Context: an optimization exercise on an open-source flow, tuned for small area and a short achievable clock period. The choices shown serve that exercise and are no tape-out recipe. The RTL was checked by simulation tests, not by an equivalence proof against the original design. Power and IR drop assume default switching activity.

## flow/config.mk

```make
export PLATFORM = sky130hd
export DESIGN_NAME = booth_mul32
export DESIGN_NICKNAME = booth_mul32
export VERILOG_FILES = /design/flow/design.v
export SDC_FILE = /design/flow/constraint.sdc
export NUM_CORES = 4
export LEC_CHECK = 0
export CAP_MARGIN = 20
export CORE_MARGIN = 2
export CORE_UTILIZATION = 40
export SLEW_MARGIN = 20
```

## flow/run.sh

```bash
#!/bin/bash
# synth_recipe.tcl (not shown) runs the flow's synth.tcl, then flattens the netlist and writes it again
# the make line also repeats each setting of config.mk as NAME=value (left out here)
make -C /OpenROAD-flow-scripts/flow DESIGN_CONFIG=/design/flow/config.mk WORK_HOME=/design/flow/orfs CLKGATE_MAP_FILE= SYNTH_SCRIPT=/design/flow/synth_recipe.tcl finish
```

## flow/design.v

```verilog
package booth_mul_pkg;
  typedef enum logic [2:0]
  {
    DIGIT_ZERO = 3'b000,  
    DIGIT_POS1 = 3'b001,  
    DIGIT_POS2 = 3'b010,  
    DIGIT_NEG1 = 3'b101,  
    DIGIT_NEG2 = 3'b110   
  } booth_digit_e;
  typedef logic signed [32-1:0] operand_t;
  typedef logic signed [32:0] pp_t;
  typedef logic signed [64-1:0] product_t;
endpackage
`timescale 1ns/1ps
module booth_decode
(
  input  booth_mul_pkg::operand_t                        i_multa,  
  input  booth_mul_pkg::operand_t                        i_multb,  
  output logic [16*(32+1)-1:0] o_pp,     
  output logic [16*3-1:0]                   o_digit   
);
  localparam int PP_W = 32 + 1;
  booth_mul_pkg::pp_t x;          
  booth_mul_pkg::pp_t x_neg;      
  booth_mul_pkg::pp_t x_dbl;      
  booth_mul_pkg::pp_t x_neg_dbl;  
  logic [32:0] y_ext;  
  assign x         = {i_multa[32-1], i_multa};  
  assign x_neg     = -x;
  assign x_dbl     = x << 1;
  assign x_neg_dbl = x_neg << 1;
  assign y_ext     = {i_multb, 1'b0};
  for (genvar k = 0; k < 16; k++)
  begin : g_digit
    logic [2:0]         digit;
    booth_mul_pkg::pp_t pp;
    always_comb
    begin
      case (y_ext[2*k+2 -: 3])
        3'b001, 3'b010: digit = booth_mul_pkg::DIGIT_POS1;
        3'b011:         digit = booth_mul_pkg::DIGIT_POS2;
        3'b100:         digit = booth_mul_pkg::DIGIT_NEG2;
        3'b101, 3'b110: digit = booth_mul_pkg::DIGIT_NEG1;
        default:        digit = booth_mul_pkg::DIGIT_ZERO;  
      endcase
    end
    always_comb
    begin
      case (digit)
        booth_mul_pkg::DIGIT_POS1: pp = x;
        booth_mul_pkg::DIGIT_POS2: pp = x_dbl;
        booth_mul_pkg::DIGIT_NEG1: pp = x_neg;
        booth_mul_pkg::DIGIT_NEG2: pp = x_neg_dbl;
        default:                   pp = '0;
      endcase
    end
    assign o_digit[3*k +: 3]     = digit;
    assign o_pp[PP_W*k +: PP_W]  = pp;
  end
endmodule
`timescale 1ns/1ps
module compressor_4to2
#(
  parameter int WIDTH = 40
)
(
  input  logic [WIDTH-1:0] i_y,
  input  logic [WIDTH-1:0] i_z,
  input  logic [WIDTH-1:0] i_a,
  input  logic [WIDTH-1:0] i_b,
  output logic [WIDTH-1:0] o_d,  
  output logic [WIDTH-1:0] o_c   
);
  logic [WIDTH-1:0] s1;     
  logic [WIDTH-1:0] chain;  
  logic [WIDTH-1:0] cin;    
  assign cin = {chain[WIDTH-2:0], 1'b0};
  for (genvar i = 0; i < WIDTH; i++)
  begin : g_bit
    assign s1[i]    = i_y[i] ^ i_z[i] ^ i_a[i];
    assign chain[i] = (i_y[i] & i_z[i]) | (i_y[i] & i_a[i]) | (i_z[i] & i_a[i]);
    assign o_d[i] = s1[i] ^ i_b[i] ^ cin[i];
    assign o_c[i] = (s1[i] & i_b[i]) | (s1[i] & cin[i]) | (i_b[i] & cin[i]);
  end
endmodule
`timescale 1ns/1ps
module csa_tree
(
  input  logic                     i_clkp,
  input  logic                     i_reset,
  input  logic [16*(32+1)-1:0] i_pp,     
  input  logic [16*3-1:0]                   i_digit,  
  output booth_mul_pkg::product_t  o_sum,    
  output booth_mul_pkg::product_t  o_carry   
);
  localparam int PP_W   = 32 + 1;   
  localparam int EXT_W  = PP_W + 1;              
  localparam int L1_W   = EXT_W + 6;             
  localparam int L2_W   = L1_W + 9;              
  localparam int L3_W   = 64;
  localparam int L1_CNT = 16 / 4;
  localparam int L2_CNT = L1_CNT / 2;
  logic [EXT_W-1:0] pp_ext [16];  
  for (genvar k = 0; k < 16; k++)
  begin : g_ext
    logic wrap;
    logic [PP_W-1:0] pp;
    assign pp   = i_pp[PP_W*k +: PP_W];
    assign wrap = (i_digit[3*k +: 3] == booth_mul_pkg::DIGIT_NEG2) &&
                  (pp[PP_W-2:0] == '0);
    assign pp_ext[k] = {pp[PP_W-1] & ~wrap, pp};
  end
  logic [L1_W-1:0] l1_in  [L1_CNT][4];
  logic [L1_W-1:0] l1_d   [L1_CNT];
  logic [L1_W-1:0] l1_c   [L1_CNT];
  logic [L1_W-1:0] l1_d_q [L1_CNT];
  logic [L1_W-1:0] l1_c_q [L1_CNT];
  for (genvar g = 0; g < L1_CNT; g++)
  begin : g_l1
    for (genvar j = 0; j < 4; j++)
    begin : g_in
      assign l1_in[g][j] = {{(L1_W-EXT_W){pp_ext[4*g+j][EXT_W-1]}}, pp_ext[4*g+j]} << (2*j);
    end
    compressor_4to2 #(.WIDTH(L1_W)) u_cmp
    (
      .i_y (l1_in[g][0]),
      .i_z (l1_in[g][1]),
      .i_a (l1_in[g][2]),
      .i_b (l1_in[g][3]),  
      .o_d (l1_d[g]),
      .o_c (l1_c[g])
    );
  end
  always_ff @(posedge i_clkp)
  begin
    for (int g = 0; g < L1_CNT; g++)
    begin
      if (i_reset)
      begin
        l1_d_q[g] <= '0;
        l1_c_q[g] <= '0;
      end
      else
      begin
        l1_d_q[g] <= l1_d[g];
        l1_c_q[g] <= l1_c[g];
      end
    end
  end
  logic [L2_W-1:0] l2_d   [L2_CNT];
  logic [L2_W-1:0] l2_c   [L2_CNT];
  logic [L2_W-1:0] l2_d_q [L2_CNT];
  logic [L2_W-1:0] l2_c_q [L2_CNT];
  for (genvar h = 0; h < L2_CNT; h++)
  begin : g_l2
    logic [L2_W-1:0] y, z, a, b;
    assign y = {{(L2_W-L1_W){l1_d_q[2*h][L1_W-1]}}, l1_d_q[2*h]};
    assign z = {{(L2_W-L1_W){l1_c_q[2*h][L1_W-1]}}, l1_c_q[2*h]} << 1;    
    assign a = {{(L2_W-L1_W){l1_d_q[2*h+1][L1_W-1]}}, l1_d_q[2*h+1]} << 8;  
    assign b = {{(L2_W-L1_W){l1_c_q[2*h+1][L1_W-1]}}, l1_c_q[2*h+1]} << 9;
    compressor_4to2 #(.WIDTH(L2_W)) u_cmp
    (
      .i_y (y),
      .i_z (z),
      .i_a (a),
      .i_b (b),
      .o_d (l2_d[h]),
      .o_c (l2_c[h])
    );
  end
  always_ff @(posedge i_clkp)
  begin
    for (int h = 0; h < L2_CNT; h++)
    begin
      if (i_reset)
      begin
        l2_d_q[h] <= '0;
        l2_c_q[h] <= '0;
      end
      else
      begin
        l2_d_q[h] <= l2_d[h];
        l2_c_q[h] <= l2_c[h];
      end
    end
  end
  logic [L3_W-1:0] l3_y, l3_z, l3_a, l3_b;
  logic [L3_W-1:0] l3_d, l3_c;
  logic [L3_W-1:0] l3_d_q, l3_c_q;
  assign l3_y = {{(L3_W-L2_W){l2_d_q[0][L2_W-1]}}, l2_d_q[0]};
  assign l3_z = {{(L3_W-L2_W){l2_c_q[0][L2_W-1]}}, l2_c_q[0]} << 1;
  assign l3_a = {{(L3_W-L2_W){l2_d_q[1][L2_W-1]}}, l2_d_q[1]} << 16;  
  assign l3_b = {{(L3_W-L2_W){l2_c_q[1][L2_W-1]}}, l2_c_q[1]} << 17;
  compressor_4to2 #(.WIDTH(L3_W)) u_cmp_l3
  (
    .i_y (l3_y),
    .i_z (l3_z),
    .i_a (l3_a),
    .i_b (l3_b),
    .o_d (l3_d),
    .o_c (l3_c)
  );
  always_ff @(posedge i_clkp)
  begin
    if (i_reset)
    begin
      l3_d_q <= '0;
      l3_c_q <= '0;
    end
    else
    begin
      l3_d_q <= l3_d;
      l3_c_q <= l3_c;
    end
  end
  assign o_sum   = l3_d_q;
  assign o_carry = {l3_c_q[L3_W-2:0], 1'b0};  
endmodule
`timescale 1ns/1ps
module final_adder
(
  input  booth_mul_pkg::product_t i_sum,
  input  booth_mul_pkg::product_t i_carry,
  output booth_mul_pkg::product_t o_product
);
  localparam int GRP_CNT = 64 / 4;  
  logic [64-1:0] g;   
  logic [64-1:0] p;   
  logic [64-1:0] c;   
  logic [GRP_CNT-1:0]           gg;  
  logic [GRP_CNT-1:0]           gp;  
  logic [GRP_CNT-1:0]           gc;  
  assign g = i_sum & i_carry;
  assign p = i_sum ^ i_carry;
  always_comb
  begin
    for (int j = 0; j < GRP_CNT; j++)
    begin
      gg[j] = g[4*j+3] | (p[4*j+3] & g[4*j+2]) |
              (p[4*j+3] & p[4*j+2] & g[4*j+1]) |
              (p[4*j+3] & p[4*j+2] & p[4*j+1] & g[4*j]);
      gp[j] = &p[4*j +: 4];
    end
    gc[0] = 1'b0;
    for (int j = 1; j < GRP_CNT; j++)
      gc[j] = gg[j-1] | (gp[j-1] & gc[j-1]);
    for (int j = 0; j < GRP_CNT; j++)
    begin
      c[4*j] = gc[j];
      for (int k = 1; k < 4; k++)
        c[4*j+k] = g[4*j+k-1] | (p[4*j+k-1] & c[4*j+k-1]);
    end
  end
  assign o_product = p ^ c;
endmodule
`timescale 1ns/1ps
module booth_mul32
(
  input  logic                          i_clkp,
  input  logic                          i_reset,
  input  logic [32-1:0]    i_multa,    
  input  logic [32-1:0]    i_multb,    
  output logic [64-1:0]  o_product   
);
  booth_mul_pkg::product_t sum_word;
  booth_mul_pkg::product_t carry_word;
  logic [16*(32+1)-1:0] pp;
  logic [16*3-1:0]                   digit;
  booth_decode u_decode
  (
    .i_multa (i_multa),
    .i_multb (i_multb),
    .o_pp    (pp),
    .o_digit (digit)
  );
  csa_tree u_tree
  (
    .i_clkp  (i_clkp),
    .i_reset (i_reset),
    .i_pp    (pp),
    .i_digit (digit),
    .o_sum   (sum_word),
    .o_carry (carry_word)
  );
  final_adder u_adder
  (
    .i_sum     (sum_word),
    .i_carry   (carry_word),
    .o_product (o_product)
  );
endmodule
```

## flow/constraint.sdc

```tcl
create_clock -name core_clock -period 6.5 [get_ports {i_clkp}]
set_input_delay 1.3000 -clock core_clock [delete_from_list [all_inputs] [get_ports {i_clkp}]]
set_output_delay 1.3000 -clock core_clock [all_outputs]
set_load 0.01 [all_outputs]
```

==> flow_summary.yaml <==
worst_setup_path:
  path_max_fanout: 3
  worstPathRequired_ns: 5.20
  critPathMaxStageDelay_ns: 0.36
  path_buf_inv: 5
  crit_arrival_ns: 5.00
  worstRegToRegCells: 3
  crit_type: "reg2out"
  crit_family: "adder cells"
  critical_path_depth: 20
  end_kind: "output port"
  cp-start-kind: "flop"
  crit_slowest_cell: "fa_2"
  crit_path_frequent_cell: "buf_4"
  path_cells: "ha_1 -> a21oi_2 -> o21ai_2 -> a221oi_2 -> buf_4 -> a211oi_1 -> buf_4 -> o211ai_1 -> buf_4 -> and4_4 -> o31ai_1 -> buf_4 -> a21oi_4 -> o21ai_2 -> fa_2 -> fa_2 -> fa_2 -> xnor2_2 -> xnor2_1 -> buf_2"
timing:
  worstMarginPinSlew_ns: 1.02
  fin_ws_ns: 0.196
  fmaxAchievable_ghz: 0.159
  max-slew-margin-rel_pct: 31.5
  setup_violations: 0
  final.setup.tns_ns: 0
  drv_slew: 0
  period_share_pct: 97.0
  hold_viol: 0
  fin_skew_ns: 0.0435
  post-route-min-period_ns: 6.30
synthesis:
  synth.avg_cell_area_um2: 8.99
  ys.flop_type: "dfxtp_1"
  yosysUniqueCellTypes: 97
  synth_nets: 6349
  ys_ff_latch: 610
  synthArstFlopShare_pct: 0
  yosysSeqAreaShare_pct: 24.3
  synth.yosys.warnings: 19
  synth_cells: 5586
  synth_edf_count: 0
  netlist_area_um2: 50200
global_route:
  globalRouteOverflowTotal: 0
  grt_antenna_before_repair: 19
  grt_start_max_net_pins: 191
  grt_pass1_vias: 48661
  grt_use_total_pct: 44.6
  grt_pass1_wl_mm: 394
clocking:
  cts_tree: "yes"
  clk_pin_slew_ns: 0.06
  cts_root_buffer: "clkbuf_16"
  cts_made_buffers: 66
  clockBufferDepth: 3
  htree_levels: 3
  clock-sinks: 610
  insertion_delay_ns: 0.70
floorplan:
  pin_count: 130
  row_count: 130
  coreArea_um2: 125000
  die_h_um: 358
  die_x_um: 358
  start_util_pct: 40.2
  die-area_um2: 128000
power_and_ir_drop:
  p_total_uw: 16900
  power_density_nw_per_um2: 267
  ir_drop_mv: 0.268
  leakage_uw: 0.0262
route:
  drt_iter0_markers: 7856
  ant_nets: 0
  drc: 0
  drt_pre_antenna_iters: 6
  routed_wl_mm: 291
  viasPerCell: 6.17
  vias: 50328
  wl_per_cell_um: 35.7
placed_design:
  gp_congestion: 1.08
  place_hpwl_mm: 233
  dpl.cell_count: 8028
  pre_cts_slack_ns: -0.495
  portBuffers: 129
finish:
  nets: 7210
  syn2layout_area_growth_pct: 26.1
  utilization_pct: 50.6
  layout-drive-gt1-share_pct: 22.6
  instances_no_fill: 8158
flow_run:
  drv_cap: 0
outcome:
  status: "complete, no violations"
hold_path:
  hp-class: "reg2reg"
  worstHoldPathCells: 1
## synth_stat cells, types with 18 or more instances
| master | count | area share [%] |
|---|---|---|
| nand4_1 | 50 | 0.62 |
| or3_1 | 47 | 0.59 |
| a21o_1 | 48 | 0.72 |
| ha_1 | 146 | 3.6 |
| o21a_1 | 21 | 0.31 |
| buf_1 | 79 | 0.59 |
| inv_1 | 142 | 1.1 |
| o21ai_0 | 263 | 2.6 |
| o31ai_1 | 20 | 0.30 |
| a22oi_1 | 148 | 2.2 |
| nand2b_1 | 62 | 0.77 |
| clkbuf_1 | 386 | 2.9 |
| xnor2_1 | 358 | 6.2 |
| nand2_1 | 365 | 2.7 |
| nor4_1 | 28 | 0.35 |
| nor2b_1 | 360 | 4.5 |
| a21boi_0 | 20 | 0.30 |
| nand3_1 | 47 | 0.47 |
| a31oi_1 | 41 | 0.51 |
| and3_1 | 18 | 0.22 |
| o22a_1 | 114 | 2.0 |
| fa_1 | 551 | 22 |
| a22o_1 | 23 | 0.40 |
| nor3_1 | 57 | 0.57 |
| a221oi_1 | 105 | 1.8 |
| nor2_1 | 616 | 4.6 |
| o22ai_1 | 36 | 0.45 |
| a21oi_1 | 199 | 2.0 |
| and4_1 | 25 | 0.44 |
| xor2_1 | 105 | 1.8 |
| dfxtp_1 | 610 | 24 |
| a211oi_1 | 19 | 0.28 |
| a2bb2oi_1 | 40 | 0.70 |
| or2_2 | 111 | 1.4 |
## cell type report
class,count,area (um2)
Clock buffer,93,1900
Inverter,156,586
Multi-Input combinational cell,4337,35700
Fill cell,11890,61700
Antenna cell,12,30.0
Clock inverter,24,388
Sequential cell,610,12200
Tap cell,1650,2060
Timing Repair Buffer,1276,10400
## worst reg2reg max path: stages (launching register included)
cell and delay (ns):
dfxtp_1 0.83, fa_1 0.61, fa_1 0.61, nor2b_1 0.18
## stage by stage
stage	area, um2	hold WS, ns
after global routing	63300	0.455
final	63300	0.427
after floorplan	50300	0.414
after CTS	63200	0.427
after global placement	60900	0.417
after detailed placement	60900	0.424
## kinds of logic after synthesis
| logic type | share of synthesized area (%) |
|---|---|
| buffers and inverters | 4.90 |
| DFF | 24.3 |
| AOI/OAI and AO/OA | 17.9 |
| muxes | 0.461 |
| and+or+nand+nor | 18.8 |
| xor gates and xnor gates | 8.07 |
| adders and majority gates | 25.6 |
## worst paths after layout
kind	slack [ns]	startpoint	to
worst min register to register	0.43	u_tree.l2_d_q[0][0]	u_tree.l3_d_q[0]
worst max register to register	4.15	u_tree.l1_d_q[0][39]	u_tree.l2_d_q[0][47]
worst max-delay path	0.20	u_tree.l3_d_q[15]	o_product[63]
worst min-delay path	0.43	u_tree.l2_d_q[0][0]	u_tree.l3_d_q[0]
## what timing repair did
item / CTS / global route
pin swaps: 5 / 14
resized for setup: 31 / 21
setup endpoints to repair: 16 / 11
setup buffers: 1 / 1
hold buffers: 0 / 0
endpoints found under the hold margin: 0 / 0
## metal layers
metal	up-vias	share of wire [%]	track usage (%)
met4	16	6.5	23.5
met1	25017	41	60.9
met3	783	13	16.6
li1	20854	-	-
met2	3658	39	60.6
met5	-	0.033	0
## registers in the layout, indices dropped and copies added (netlist names)
name           count
u_tree.l3_d_q     64
u_tree.l1_d_q    160
u_tree.l2_d_q     97
u_tree.l1_c_q    147
u_tree.l3_c_q     56
u_tree.l2_c_q     86
## cells in the final DEF, fill, tap and decap left out, types with 48 or more instances in the layout
master           Yosys  routed
a21oi_1            199     195
a22oi_1            148     148
nor2_1             616     615
nand4_1             50      50
or2_2              111     111
buf_4                8    1104
nand2b_1            62      62
xnor2_1            358     357
fa_1               551     545
nor3_1              57      55
ha_1               146     145
a221oi_1           105     104
clkdlybuf4s50_1      0     113
nor2b_1            360     359
inv_1              142     142
a21o_1              48      48
nand2_1            365     365
o22a_1             114     114
xor2_1             105     105
o21ai_0            263     255
dfxtp_1            610     608
clkbuf_16            0      66
## report_power, final
part           leakage (uW)  switching [uW]  internal [uW]  total (uW)
clock network       0.00110            1690           2250        3930
registers           0.00500             534           4530        5060
logic                0.0201            4500           3400        7900

afterwards: timing with drivers on the ports:
The flow's constraints put no driver on any port. The routed layout listed below was extracted and timed again, unchanged, in two steps.
Step 1 assumes that a clkbuf_16 drives the clock port and a buf_2 every other input.
Step 2 also shifts input and output timing later by t, the mid clock arrival at the registers, as if the neighbouring blocks saw the same clock.
a / b / c = ideal / step 1 / step 2; a / b = the first two.
t, ns: 0.758
setup WS [ns]: 0.196 / 0.112 / -0.461
worst setup path after step 2: input to register
clock arrival spread, ns: 0.044 / 0.044
slew at the worst register clock pin (ns): 0.07 / 0.07
With both steps, setup timing fails in this run, where it was met with ideal ports. For this run, drivers alone change the setup slack by -0.084 ns; drivers and shift together by -0.657 ns.
